Context: an optimization exercise on an open-source flow, tuned for small area. The choices shown serve that exercise and are no tape-out recipe. The RTL was checked by simulation tests, not by an equivalence proof against the original design. Power and IR drop assume default switching activity. The clock port is modelled as an ideal driver; clocking choices that lean on that would not hold on a real chip.

==> design/flow/design.v <==
package line_pkt_pkg;
   localparam int HDR_BYTES = 2;
   localparam int RING_L    = 6;
endpackage
module line_pingpong_ram #(
   parameter int L     = 6,
   parameter int DEPTH = 27,
   parameter int PW    = 3
) (
   input  logic          clk,
   input  logic          shift_i,   
   input  logic [7:0]    data_i,    
   input  logic [PW-1:0] pos_i,     
   output logic [7:0]    tail_o
);
   logic [7:0] r_q [DEPTH][L];
   always_ff @(posedge clk) begin
      for (int s = 0; s < DEPTH; s++) begin
         r_q[s][0] <= ~(shift_i ? ((s == 0) ? data_i : r_q[(s == 0) ? 0 : s - 1][L-1]) : r_q[s][L-1]);
         for (int i = 1; i < L; i++) r_q[s][i] <= r_q[s][i-1];
      end
   end
   always_comb begin
      tail_o = r_q[DEPTH-1][0];
      for (int i = 1; i < L; i++) if (pos_i == PW'(i)) tail_o = r_q[DEPTH-1][i];
   end
endmodule
module line_packet_packer #(
   parameter int IMAGE_WIDTH  = 1280,
   parameter int IMAGE_HEIGHT = 720,
   parameter int PIXEL_BITS   = 1
) (
   input  logic                  clk,
   input  logic                  rst_n,
   input  logic                  pix_valid,
   input  logic                  pix_vsync,
   input  logic [PIXEL_BITS-1:0] pix_data,
   output logic [7:0]            out_data,
   output logic                  out_valid,
   input  logic                  out_ready,
   output logic                  out_sol,
   output logic                  out_eol,
   output logic                  overflow,
   output logic [15:0]           drop_cnt
);
   localparam int LINE_BYTES = IMAGE_WIDTH / 8;
   localparam int PKT_BYTES  = LINE_BYTES + line_pkt_pkg::HDR_BYTES;
   localparam int L          = line_pkt_pkg::RING_L;
   localparam int DEPTH      = PKT_BYTES / L;
   localparam int PW         = $clog2(L);
   localparam int GW         = $clog2(DEPTH);
   localparam logic [7:0] LFSR_LINE_LAST = 8'he7;   
   if (PKT_BYTES % L != 0) begin : g_bad_ring
      $error("RING_L must divide the packet length");
   end
   function automatic logic [7:0] lfsr_next(input logic [7:0] s);
      lfsr_next = {s[6:0], ~(s[7] ^ s[2])};
   endfunction
   function automatic logic [PW-1:0] inc_l(input logic [PW-1:0] v);
      inc_l = (v == PW'(L - 1)) ? '0 : v + PW'(1);
   endfunction
   logic          vsync_q;
   logic [2:0]    bit_q, bit_e;
   logic [7:0]    byte_q, byte_e;
   logic [6:0]    shift_q;
   logic [7:0]    stage_q;
   logic [15:0]   line_cnt_q, line_cnt_e;
   logic          dropping_q, dropping_e;
   logic          wr_bank_q, rd_bank_q;
   logic [1:0]    full_q;
   logic          overflow_q;
   logic [15:0]   drop_cnt_q, drop_cnt_inc;
   logic          drop_cnt_sat;
   logic [PW-1:0] wsub_q, wsub_e;
   logic          vs_rise, first_pix, hdr_pix, byte_end, last_pix, drop_now, push, commit, drop_start;
   logic [7:0]    byte_w;
   logic [PW-1:0] ph_q, upd;
   logic          h_q;
   logic [L-1:0]  pp_q, pb_q, pq_q;
   logic [1:0]    hdr_src_q;
   logic [7:0]    din;
   logic          push_now, pop_now, sh0, sh1;
   logic          out_valid_q;
   logic [PW-1:0] rsub_q, pos;
   logic [GW-1:0] grp_q;
   logic          hs, rd_last, rd_pol;
   logic [7:0]    tail0, tail1;
   always_comb begin
      vs_rise    = pix_vsync & ~vsync_q;
      bit_e      = vs_rise ? 3'd0 : bit_q;
      byte_e     = vs_rise ? 8'd0 : byte_q;
      line_cnt_e = vs_rise ? 16'd0 : line_cnt_q;
      dropping_e = vs_rise ? 1'b0 : dropping_q;
      wsub_e     = vs_rise ? '0 : wsub_q;
      first_pix  = (bit_e == 3'd0) & (byte_e == 8'd0);
      hdr_pix    = (bit_e[2:1] == 2'b00) & (byte_e == 8'd0);
      byte_end   = (bit_e == 3'd7);
      last_pix   = byte_end & (byte_e == LFSR_LINE_LAST);
      drop_now   = first_pix ? full_q[wr_bank_q] : dropping_e;
      byte_w     = {shift_q, pix_data};
      push       = pix_valid & ~drop_now & (byte_end | hdr_pix);
      commit     = pix_valid & last_pix & ~drop_now;
      drop_start = pix_valid & first_pix & full_q[wr_bank_q];
      {drop_cnt_sat, drop_cnt_inc} = {1'b0, drop_cnt_q} + 17'd1;
      upd      = inc_l(ph_q);
      hs       = out_valid_q & out_ready;
      push_now = pp_q[upd];
      pop_now  = pq_q[upd] | (hs & (rsub_q == upd));
      sh0      = (push_now & ~pb_q[upd]) | (pop_now & ~rd_bank_q);
      sh1      = (push_now &  pb_q[upd]) | (pop_now &  rd_bank_q);
      if ((upd == PW'(0)) & hdr_src_q[0])      din = line_cnt_q[15:8];
      else if ((upd == PW'(1)) & hdr_src_q[1]) din = line_cnt_q[7:0];
      else                                     din = stage_q;
      din      = din ^ {8{h_q ^ (ph_q != PW'(L - 1))}};
      pos      = (ph_q >= rsub_q) ? ph_q - rsub_q : ph_q + PW'(L) - rsub_q;
      rd_pol   = h_q ^ (ph_q < rsub_q);
      rd_last  = (grp_q == GW'(DEPTH - 1)) & (rsub_q == PW'(L - 1));
   end
   line_pingpong_ram #(.L(L), .DEPTH(DEPTH), .PW(PW)) u_bank0 (
      .clk     (clk),
      .shift_i (sh0),
      .data_i  (din),
      .pos_i   (pos),
      .tail_o  (tail0)
   );
   line_pingpong_ram #(.L(L), .DEPTH(DEPTH), .PW(PW)) u_bank1 (
      .clk     (clk),
      .shift_i (sh1),
      .data_i  (din),
      .pos_i   (pos),
      .tail_o  (tail1)
   );
   always_ff @(posedge clk) begin
      if (pix_valid) shift_q <= byte_w[6:0];
      if (push & byte_end) stage_q <= byte_w;
      for (int j = 0; j < L; j++) begin
         if (push && wsub_e == PW'(j)) pb_q[j] <= wr_bank_q;
      end
      if (push && wsub_e == PW'(0)) hdr_src_q[0] <= ~byte_end;
      if (push && wsub_e == PW'(1)) hdr_src_q[1] <= ~byte_end;
      if (!out_valid_q) begin
         rsub_q <= '0;
         grp_q  <= '0;
      end else if (hs) begin
         rsub_q <= inc_l(rsub_q);
         if (rsub_q == PW'(L - 1)) grp_q <= grp_q + GW'(1);
      end
   end
   always_ff @(posedge clk or negedge rst_n) begin
      if (!rst_n) begin
         vsync_q     <= 1'b0;
         bit_q       <= '0;
         byte_q      <= '0;
         line_cnt_q  <= '0;
         dropping_q  <= 1'b0;
         wsub_q      <= '0;
         wr_bank_q   <= 1'b0;
         rd_bank_q   <= 1'b0;
         full_q      <= '0;
         overflow_q  <= 1'b0;
         drop_cnt_q  <= '0;
         out_valid_q <= 1'b0;
         ph_q        <= '0;
         h_q         <= 1'b0;
         pp_q        <= '0;
         pq_q        <= '0;
      end else begin
         vsync_q <= pix_vsync;
         if (pix_valid) begin
            bit_q      <= bit_e + 3'd1;
            byte_q     <= last_pix ? 8'd0 : byte_end ? lfsr_next(byte_e) : byte_e;
            line_cnt_q <= last_pix ? line_cnt_e + 16'd1 : line_cnt_e;
            dropping_q <= last_pix ? 1'b0 : drop_now;
         end else begin
            bit_q      <= bit_e;
            byte_q     <= byte_e;
            line_cnt_q <= line_cnt_e;
            dropping_q <= dropping_e;
         end
         wsub_q <= push ? inc_l(wsub_e) : wsub_e;
         if (commit) begin
            wr_bank_q         <= ~wr_bank_q;
            full_q[wr_bank_q] <= 1'b1;
         end
         if (hs & rd_last) begin
            rd_bank_q         <= ~rd_bank_q;
            full_q[rd_bank_q] <= 1'b0;
         end
         if (drop_start) begin
            overflow_q <= 1'b1;
            if (!drop_cnt_sat) drop_cnt_q <= drop_cnt_inc;
         end
         if (!out_valid_q) out_valid_q <= full_q[rd_bank_q];
         else if (hs)      out_valid_q <= ~rd_last;
         ph_q <= upd;
         if (upd == '0) h_q <= ~h_q;
         for (int j = 0; j < L; j++) begin
            if (push && wsub_e == PW'(j))  pp_q[j] <= 1'b1;
            else if (upd == PW'(j))        pp_q[j] <= 1'b0;
            if (hs & rd_last)                          pq_q[j] <= 1'b0;
            else if (upd == PW'(j))                    pq_q[j] <= 1'b0;
            else if (hs && rsub_q == PW'(j))           pq_q[j] <= 1'b1;
         end
      end
   end
   always_comb begin
      out_data = out_valid_q ? ((rd_bank_q ? tail1 : tail0) ^ {8{rd_pol}}) : 8'h00;
   end
   assign out_valid = out_valid_q;
   assign out_sol   = out_valid_q & (grp_q == '0) & (rsub_q == '0);
   assign out_eol   = out_valid_q & rd_last;
   assign overflow  = overflow_q;
   assign drop_cnt  = drop_cnt_q;
endmodule
==> design/flow/flow/run.sh <==
#!/bin/bash
# Standard ORFS layout (the standard.sh, unchanged synthesis) with a tuned clock tree:
# larger sink clusters and no dummy loads, and the smallest buffer on the ports.
set -euo pipefail
export CTS_ARGS="-sink_clustering_enable -repair_clock_nets -dont_use_dummy_load -sink_clustering_size 30 -sink_clustering_max_diameter 80"
export BUFFER_PORTS_ARGS="-buffer_cell sky130_fd_sc_hd__buf_1"
bash standard.sh finish > standard_flow.log 2>&1
==> design/flow/standard.sh <==
#!/bin/bash
# synth_recipe.tcl (not shown) runs the flow's synth.tcl, then flattens the netlist and writes it again
# the make line also repeats each setting of config.mk as NAME=value (left out here)
make -C /OpenROAD-flow-scripts/flow DESIGN_CONFIG=/design/flow/config.mk WORK_HOME=/design/flow/orfs CLKGATE_MAP_FILE= SYNTH_SCRIPT=/design/flow/synth_recipe.tcl "${@:-finish}"
==> design/flow/config.mk <==
export PLATFORM = sky130hd
export DESIGN_NAME = line_packet_packer
export DESIGN_NICKNAME = line_packet_packer
export VERILOG_FILES = /design/flow/design.v
export SDC_FILE = /design/flow/constraint.sdc
export NUM_CORES = 4
export LEC_CHECK = 0
export CAP_MARGIN = 20
export CELL_PAD_IN_SITES_DETAIL_PLACEMENT = 1
export CELL_PAD_IN_SITES_GLOBAL_PLACEMENT = 2
export CORE_MARGIN = 2
export CORE_UTILIZATION = 70
export GPL_ROUTABILITY_DRIVEN = 1
export PLACE_DENSITY = 0.8
export SLEW_MARGIN = 20
==> design/flow/constraint.sdc <==
create_clock -name core_clock -period 6.0 [get_ports {clk}]
set_input_delay 1.2000 -clock core_clock [delete_from_list [all_inputs] [get_ports {clk}]]
set_output_delay 1.2000 -clock core_clock [all_outputs]
set_load 0.01 [all_outputs]
==> flow_summary_export.csv <==
group,metric,value,unit
outcome,status,"no timing/DRC/antenna violations",
synth,synth_area_per_cell,16.9,um2
worst_setup_path,setup.reg_to_reg.worst_slack,1.22,ns
synth,netlist_area,62600,um2
die,dieHeight,303,um
detailed_routing,drtIter0Drc,2098,
worst_setup_path,critPathMaxFanout,12,
pwr,power,31100,uW
detailed_routing,dr.pass1.iters,5,
die,start_util,0.708,
clock_tree,clkTransAtPathRegs,0.12,ns
worst_setup_path,endpoint,"out_data[4]",
synth,synth.distinct_cells,63,
global_routing,track_usage,0.319,
cells_and_area,layout.nets,3821,
clock_tree,cts_sinks,2693,
timing,hold_viol_final,0,
worst_setup_path,max_stage_delay,0.50,ns
detailed_routing,post-route-drc-count,0,
synth,seq_area_frac_synth,0.870,
global_routing,grt_start_max_net_pins,77,
pwr,p_leak,0.0287,uW
cells_and_area,final_cell_mix,"dfxtp_1, mux2i_1, clkbuf_16",
synth,synth-edff-count,23,
detailed_routing,finalWirelength,145000,um
die,fp-row-count,109,
hold_path,hp-class,"register to register",
worst_setup_path,crit_start,"ph_q[1]",
clock_tree,numCtsBuffers,100,
timing,min_period,5.81,ns
global_routing,grt_pass1_wl,215000,um
clock_tree,cts_max_level,3,
synth,syn_inst,3715,
timing,relSlewSlack,0.222,
worst_setup_path,rr_worst_depth,9,
die,ios,34,
timing,setup_tns,0,ns
die,die-area,91900,um2
global_routing,antenna_found_initial,2,
detailed_routing,wl_per_cell,29.1,um
worst_setup_path,cp.arrival,4.61,ns
placed_design,gp_congestion,0.772,
worst_setup_path,setup.worst_path.end_class,"primary output",
detailed_routing,num_vias,27100,
detailed_routing,viasPerCell,5.45,
synth,ys_warn_count,3,
clock_tree,cts_root_buf,"clkbuf_16",
timing,slew_violations,0,
job,drv_cap,0,
global_routing,grt_overflow,0,
placed_design,portBuffers,33,
timing,period_share,0.969,
cells_and_area,area_growth,6.39,%
cells_and_area,layout-drive-gt1-share,0.0416,
timing,setup_viol,0,
placed_design,dp.cells,4854,
timing,holdWs,0.295,ns
detailed_routing,ant_nets,0,
die,die_width,303,um
timing,rsz0062_at_grt,"false",
synth,syn-num-nets,3737,
timing,tightest_slew,1.15,ns
worst_setup_path,crit_path_start_kind,"register",
placed_design,hpwl,68900,um
timing,skew,0.0887,ns
global_routing,grt_pass1_vias,30600,
synth,synth-seq-cells,2693,
worst_setup_path,required,4.80,ns
worst_setup_path,r2r-end,"u_bank0.r_q[60][0]",
worst_setup_path,path_cells,"inv_1 -> ha_2 -> inv_1 -> ha_1 -> xnor2_4 -> a2111oi_4 -> a211oi_1 -> a211oi_2 -> buf_6 -> buf_4 -> mux2i_1 -> nor2_1 -> o32ai_2 -> mux2i_1 -> buf_1",
clock_tree,cts_tree,"done",
clock_tree,clock_latency,0.72,ns
pwr,ir_drop,525,uV
timing,fmax,172,MHz
pwr,pwr_density_cell,466,nW/um2
synth,async_flop_share,0.0260,
worst_setup_path,path_class,"register to primary output",
synth,synth_ff_type,"dfxtp_1",
die,core_region_area,88500,um2
cells_and_area,final_common_cell,"dfxtp_1",
worst_setup_path,timing.rr.start,"ph_q[2]",
cells_and_area,final_cells,4964,
worst_setup_path,slowest_stage,"dfrtp_2",
clock_tree,ctsLongestPathBuffers,3,
[worst min path at each step]
| stage | start | end | slack, ns | cells after the start |
|---|---|---|---|---|
| 2_1_floorplan | u_bank0.r_q[99][0] | u_bank0.r_q[100][0] | 0.31 | 0 |
| 3_3_place_gp | u_bank1.r_q[81][0] | u_bank1.r_q[82][0] | 0.31 | 0 |
| 3_5_place_dp | u_bank0.r_q[118][4] | u_bank0.r_q[119][4] | 0.31 | 0 |
| 4_1_cts | u_bank0.r_q[151][1] | u_bank0.r_q[152][1] | 0.28 | 0 |
| 5_1_grt | u_bank0.r_q[151][1] | u_bank0.r_q[152][1] | 0.27 | 0 |
| 6_report | u_bank0.r_q[151][1] | u_bank0.r_q[152][1] | 0.29 | 0 |
[worst max-delay path, delay by kind of cell (launching register included)]
kind | cells | cell delay, ns
AOI/OAI and AO/OA | 4 | 1.08
adders and majority gates | 2 | 0.72
muxes | 2 | 0.47
buffers and inverters | 5 | 0.80
xor gates and xnor gates | 1 | 0.21
and+or+nand+nor | 1 | 0.12
DFF | 1 | 0.50
[report_power, final]
part	total, uW	switching (uW)	internal, uW
logic	2950	1800	1150
registers	19900	690	19200
clock network	8260	5240	3020
[cell type report]
| cell class | count | area, um2 |
|---|---|---|
| tap | 1165 | 1460 |
| sequential | 2693 | 54500 |
| inverter | 22 | 82.6 |
| antenna | 2 | 5.00 |
| clock buffer | 100 | 2500 |
| multi-input combinational | 920 | 7700 |
| timing repair buffer | 62 | 399 |
| fill | 6706 | 21900 |
[per-stage QoR]
stage	utilization	setup slack (ns)	area (um2)
detailed placement	0.723	0.687	64000
global placement	0.723	0.742	64000
CTS	0.752	-0.0230	66500
finish	0.753	0.188	66600
global route	0.753	0.00753	66600
floorplan	-	1.56	62600
[cell families after synthesis]
group / Yosys count / share of synthesized area
xor gates and xnor gates: 58 / 0.00823
adders and majority gates: 16 / 0.00332
muxes: 498 / 0.0800
DFF: 2693 / 0.870
AOI/OAI and AO/OA: 130 / 0.0137
and+or+nand+nor: 218 / 0.0167
buffers and inverters: 102 / 0.00813
[flip-flops by register name, indices dropped and copies added (netlist names)]
name / flops
rsub_q: 3
pq_q: 6
hdr_src_q: 2
pp_q: 6
u_bank0.r_q: 1296
rd_bank_q: 1
byte_q: 8
wr_bank_q: 1
out_valid_q: 1
dropping_q: 1
line_cnt_q: 16
u_bank1.r_q: 1296
vsync_q: 1
wsub_q: 3
shift_q: 7
drop_cnt_q: 16
grp_q: 5
overflow_q: 1
pb_q: 6
stage_q: 8
full_q: 2
h_q: 1
bit_q: 3
ph_q: 3
[cells in the mapped netlist (21+ instances only)]
master | count | area, um2
dfxtp_1 | 2600 | 52000
mux2i_1 | 488 | 4880
dfrtp_1 | 70 | 1750
nand2_1 | 68 | 255
nor2_1 | 63 | 236
a21oi_1 | 46 | 230
buf_2 | 38 | 190
xor2_1 | 33 | 289
xnor2_1 | 24 | 210
edfxtp_1 | 23 | 691
clkbuf_1 | 21 | 78.8
[repair_timing]
| action | CTS | global route |
|---|---|---|
| resized for setup | 5 | 6 |
| endpoints found under the setup margin | 8 | 8 |
| setup buffers | 0 | 8 |
| pin swaps | 0 | 2 |
| hold buffers | 0 | 0 |
[layer usage]
metal,vias up,wire [um],track usage
met5,-,16,0
met4,2,5150,0.103
met3,317,4580,0.0381
met2,741,76600,0.586
met1,13900,58200,0.393
li1,12100,-,-

-- re-timing with driven ports --
How much do the figures lean on ideal ports? The routed layout below was timed once more, with nothing changed but the port constraints. Step 1 sets driving cells, clkbuf_16 on the clock port and buf_2 on the other inputs (assumed; they add their load-dependent delay and slew). Step 2 adds t to the input delays and takes it off the output delays; t is the mean of the earliest and latest rising clock arrival at the registers after step 1. Input paths then give back, and output paths get back, about the clock's delay inside the block. Slacks: no drivers / after step 1 / after step 2; pairs: no drivers / after step 1.
t, ns: 0.748
setup slack, ns: 0.188 / 0.116 / 0.342
latest minus earliest clock arrival (ns): 0.097 / 0.097
After both steps this run still meets setup and hold. For this run, drivers alone change the setup slack by -0.072 ns; drivers and shift together by +0.154 ns.
